Context: an optimization exercise on an open-source flow, tuned for small area. The choices shown serve that exercise and are no tape-out recipe.
The RTL was checked by simulation tests, not by an equivalence proof against the original design.

## exec_stage
module exec_stage
(
  input  logic              clock,
  input  logic              rst_n,
  input  logic [XLEN-1:0]   alu_npc,
  input  logic [ILEN-1:0]   alu_ir,
  input  logic [XLEN-1:0]   alu_rega,
  input  logic [XLEN-1:0]   alu_regb,
  input  logic [PREG_W-1:0] alu_dest_reg_idx,
  input  logic [1:0]        alu_opa_select,
  input  logic [1:0]        alu_opb_select,
  input  logic [4:0]        alu_func,
  input  logic              alu_rd_mem,
  input  logic              alu_wr_mem,
  input  logic              alu_cond_branch,
  input  logic              alu_uncond_branch,
  input  logic              alu_valid,
  input  logic [XLEN-1:0]   mult_npc,
  input  logic [ILEN-1:0]   mult_ir,
  input  logic [XLEN-1:0]   mult_rega,
  input  logic [XLEN-1:0]   mult_regb,
  input  logic [PREG_W-1:0] mult_dest_reg_idx,
  input  logic [1:0]        mult_opa_select,
  input  logic [1:0]        mult_opb_select,
  input  logic              mult_valid,
  output logic [XLEN-1:0]   wb_alu_npc,
  output logic [XLEN-1:0]   wb_alu_result,
  output logic [XLEN-1:0]   wb_alu_branch_target,
  output logic              wb_alu_take_branch,
  output logic              wb_alu_rd_mem,
  output logic              wb_alu_wr_mem,
  output logic              wb_alu_valid,
  output logic [PREG_W-1:0] wb_alu_dest_reg_idx,
  output logic [XLEN-1:0]   wb_alu_store_data,
  output logic [XLEN-1:0]   wb_mult_npc,
  output logic [XLEN-1:0]   wb_mult_result,
  output logic              wb_mult_valid,
  output logic [PREG_W-1:0] wb_mult_dest_reg_idx
);
For scale: about 62,000 um^2 of cells after synthesis.
export LEC_CHECK = 0
export ABC_AREA = 1
export CAP_MARGIN = 20
export CORE_MARGIN = 2
export CORE_UTILIZATION = 60
export SLEW_MARGIN = 20
create_clock -name core_clock -period 12.5 [get_ports {clock}]
standard.sh (not shown) runs the stock make flow with config.mk's settings and CLKGATE_MAP_FILE= SYNTH_SCRIPT=/design/flow/synth_recipe.tcl, a recipe that flattens the netlist after the stock synthesis.
==> flow/flow/run.sh <==
#!/bin/bash
# The standard layout (standard.sh) with these changes:
#  - Yosys's synth runs without its generic "abc -fast" step (SYNTH_ARGS=-noabc),
#    so the full adders written in the RTL reach extract_fa as written;
#  - the cell mapping uses flow/abc_area.script (area-oriented &nf mapping,
#    no ABC buffering or sizing; placement and repair do that);
#  - the port buffers are the smallest buffer cell, buf_1;
#  - the floorplan step only removes synthesis buffers (REMOVE_ABC_BUFFERS)
#    instead of sizing up with wire-load estimates.
# Each tool's output is in orfs/logs/; the make output is in standard_flow.log.
set -euo pipefail
here=$(pwd)
rm -rf "$here/scripts_alt"
cp -r "$FLOW_HOME/scripts" "$here/scripts_alt"
cp "$here/flow/abc_area.script" "$here/scripts_alt/abc_area.script"
export SCRIPTS_DIR="$here/scripts_alt"
export SYNTH_ARGS="-noabc"
export REMOVE_ABC_BUFFERS=1
export BUFFER_PORTS_ARGS="-buffer_cell sky130_fd_sc_hd__buf_1"
bash standard.sh finish > standard_flow.log 2>&1
==> flow/flow/abc_area.script <==
&get -n
&st
&dch
&nf -a -R 1000
&put
topo
stime -c
The first run did not get past 5_1_grt.
Change:
Settings changed: CORE_UTILIZATION 60 to 55, CTS_CLUSTER_DIAMETER set to 100, CTS_CLUSTER_SIZE set to 30.
=> This time the run finished clean. Area after synthesis does not change. Synthesized cell count is unchanged.
Change:
Settings changed: CORE_UTILIZATION 55 to 50, GPL_ROUTABILITY_DRIVEN set to 0.
The changed run finished clean; die area rose by 9.9%; wire length fell by 4.8%; cell area stays flat; global-route usage fell by 7.0 points; via count fell by 2.5%; sequential share of layout area is about the same; sequential cell count is unchanged; worst hold slack degrades by 8.1 ps; register-to-register slack degrades by 30 ps.

========
Setup of job 5960:
Starting RTL as in the previous note.
==> flow/config.mk <==
export PLATFORM = sky130hd
export DESIGN_NAME = exec_stage
export DESIGN_NICKNAME = exec_stage
export VERILOG_FILES = /design/flow/design.v
export SDC_FILE = /design/flow/constraint.sdc
export NUM_CORES = 4
export LEC_CHECK = 0
export ABC_AREA = 1
export CAP_MARGIN = 20
export CORE_MARGIN = 2
export CORE_UTILIZATION = 50
export SLEW_MARGIN = 20
==> flow/constraint.sdc <==
create_clock -name core_clock -period 12.5 [get_ports {clock}]
set_input_delay 2.5000 -clock core_clock [delete_from_list [all_inputs] [get_ports {clock}]]
set_output_delay 2.5000 -clock core_clock [all_outputs]
set_load 0.01 [all_outputs]
Scripts as last shown in full above: flow/flow/run.sh, flow/flow/abc_area.script
Job 5960: flow completed, timing, DRC and antenna clean
The inputs of job 9409 differ from those of job 5960 as listed below.
diff --git a/flow/flow/run.sh b/flow/flow/run.sh
--- a/flow/flow/run.sh
+++ b/flow/flow/run.sh
@@ -1,3 +1,3 @@
 #!/bin/bash
-# The standard layout (standard.sh) with these changes:
+# The standard layout (standard.sh) with three changes:
 #  - Yosys's synth runs without its generic "abc -fast" step (SYNTH_ARGS=-noabc),
@@ -6,5 +6,3 @@
 #    no ABC buffering or sizing; placement and repair do that);
-#  - the port buffers are the smallest buffer cell, buf_1;
-#  - the floorplan step only removes synthesis buffers (REMOVE_ABC_BUFFERS)
-#    instead of sizing up with wire-load estimates.
+#  - the port buffers are the smallest buffer cell, buf_1.
 # Each tool's output is in orfs/logs/; the make output is in standard_flow.log.
@@ -17,3 +15,2 @@
 export SYNTH_ARGS="-noabc"
-export REMOVE_ABC_BUFFERS=1
 export BUFFER_PORTS_ARGS="-buffer_cell sky130_fd_sc_hd__buf_1"
==> comparison <==
Job 5960 and job 9409 ended up with roughly the same clock period minus worst slack. Changes observed in job 9409 relative to job 5960: number of buffers outside the clock class in the layout decreased by 28 relative to the old numbers; worst slew margin relative to its limit shrank by 2.7 points; met1 capacity usage during global routing moved up; number of cells in the finished layout apart from fillers moved down. No stage failed in job 9409, and the final checks on the layout all came back clean.
The following lists how job 9583 was set up differently from job 9409:
- CTS_CLUSTER_SIZE: unset -> 30
- CTS_CLUSTER_DIAMETER: unset -> 100
diff --git a/flow/flow/run.sh b/flow/flow/run.sh
--- a/flow/flow/run.sh
+++ b/flow/flow/run.sh
@@ -1,3 +1,3 @@
 #!/bin/bash
-# The standard layout (standard.sh) with three changes:
+# The standard layout (standard.sh) with these changes:
 #  - Yosys's synth runs without its generic "abc -fast" step (SYNTH_ARGS=-noabc),
@@ -6,3 +6,5 @@
 #    no ABC buffering or sizing; placement and repair do that);
-#  - the port buffers are the smallest buffer cell, buf_1.
+#  - the port buffers are the smallest buffer cell, buf_1;
+#  - the floorplan step only removes synthesis buffers (REMOVE_ABC_BUFFERS)
+#    instead of sizing up with wire-load estimates.
 # Each tool's output is in orfs/logs/; the make output is in standard_flow.log.
@@ -15,2 +17,3 @@
 export SYNTH_ARGS="-noabc"
+export REMOVE_ABC_BUFFERS=1
 export BUFFER_PORTS_ARGS="-buffer_cell sky130_fd_sc_hd__buf_1"
==> comparison <==
- Looking only at setup slack, and setting everything else aside, the lower value of job 9583 and job 9409 goes to job 9583.
- Compared job 9409 against job 9583; non-clock buffer contribution to total cell area within noise.
- Job 9583 vs job 9409 — fraction of the cycle the final worst path needs rose 0.29 points.
- Detailed route wirelength on metal3 of job 9583 exceeds that of job 9409 slightly.
- Comparing job 9583 and job 9409, the lower filler cell count is on job 9409.
- Final area, job 9583 vs job 9409: down slightly
- In the tables for job 9583 and job 9409, delay of the slowest cell on the worst path reads lower with job 9409.

========
Setup of main:
Another version of the RTL of exec_stage (not shown whole).
Size in the first run: roughly 6,000 cells after synthesis, roughly 880 I/O pins, ~0.062 mm^2 of cells after synthesis.
clock: 12.5 ns
lec_check: 0
abc_area: 1
cap_margin: 20
core_margin: 2
core_utilization: 50
cts_cluster_diameter: 100
cts_cluster_size: 30
slew_margin: 20
==> flow/flow/run.sh <==
#!/bin/bash
# The standard layout (standard.sh) with these changes:
#  - Yosys's synth runs without its generic "abc -fast" step (SYNTH_ARGS=-noabc),
#    so the full adders written in the RTL reach extract_fa as written;
#  - the cell mapping uses flow/abc_area.script (area-oriented &nf mapping,
#    no ABC buffering or sizing; placement and repair do that);
#  - the port buffers are the smallest buffer cell, buf_1;
#  - the floorplan step only removes synthesis buffers (REMOVE_ABC_BUFFERS)
#    instead of sizing up with wire-load estimates.
# Each tool's output is in orfs/logs/; the make output is in standard_flow.log.
set -euo pipefail
here=$(pwd)
rm -rf "$here/scripts_alt"
cp -r "$FLOW_HOME/scripts" "$here/scripts_alt"
cp "$here/flow/abc_area.script" "$here/scripts_alt/abc_area.script"
export SCRIPTS_DIR="$here/scripts_alt"
export SYNTH_ARGS="-noabc"
export REMOVE_ABC_BUFFERS=1
export BUFFER_PORTS_ARGS="-buffer_cell sky130_fd_sc_hd__buf_1"
bash standard.sh finish > standard_flow.log 2>&1
Scripts as last shown in full above: flow/flow/abc_area.script
main went all the way through the flow, and no timing, DRC or antenna check failed.
Edits applied to the flow inputs when going from main to the feature branch:
- GPL_ROUTABILITY_DRIVEN newly set to 0
Notes after the runs:
The feature branch vs main, portion of the layout cell area used by non-clock buffers went down by 0.58 points.
Any difference in register share of the cell area between the feature branch and main is small enough to ignore.
Compared with main, the feature branch shows a lower global-route usage.
Routed wire length (lower): the feature branch
Reported for main and the feature branch, flip-flop and latch count turned out identical to the last digit.
In the feature branch, the number of gates resized after CTS came out 1 above the value in main.
Going from main to the feature branch, total via count after detailed routing shrank slightly.
Number of cells on the critical path for the feature branch: 4.5% down relative to main
Comparing final routed wire length divided by cell count for main and the feature branch, the bigger number came from main.

==> what the ideal ports hide <==
How much do the figures lean on ideal ports? The routed layouts below were timed once more, with nothing changed but the port constraints.
Step 1: set_driving_cell puts a clkbuf_16 on clock and a buf_2 on each other input, an assumption about the parent block.
Step 2, shift: input delay + t, output delay - t, t = (earliest + latest rising clock arrival at the registers) / 2. This alone moves slack from input paths to output paths.
Slacks: no drivers / after step 1 / after step 2; pairs: no drivers / after step 1.
run	shift t [ns]	setup WS [ns]	hold slack, ns	latest minus earliest clock arrival (ns)
the second run of note 1	0.734	0.293 / 0.312 / -0.422	0.303 / 0.303 / 0.303	0.032 / 0.032
the third run of note 1	0.747	0.335 / 0.305 / -0.305	0.294 / 0.294 / 0.294	0.056 / 0.056
job 5960	0.772	0.317 / 0.286 / -0.172	0.285 / 0.285 / 0.285	0.061 / 0.061
job 9409	0.748	0.319 / 0.280 / -0.182	0.270 / 0.270 / 0.270	0.076 / 0.076
job 9583	0.755	0.283 / 0.254 / -0.107	0.312 / 0.312 / 0.312	0.052 / 0.052
main	0.734	0.230 / 0.190 / -0.409	0.297 / 0.297 / 0.297	0.043 / 0.043
the feature branch	0.736	0.315 / 0.268 / -0.345	0.300 / 0.300 / 0.300	0.057 / 0.058
With both steps, setup timing fails in every run listed, where it was met with ideal ports. For the second run of note 1, which loses most, drivers alone change the setup slack by +0.019 ns; drivers and shift together by -0.715 ns.
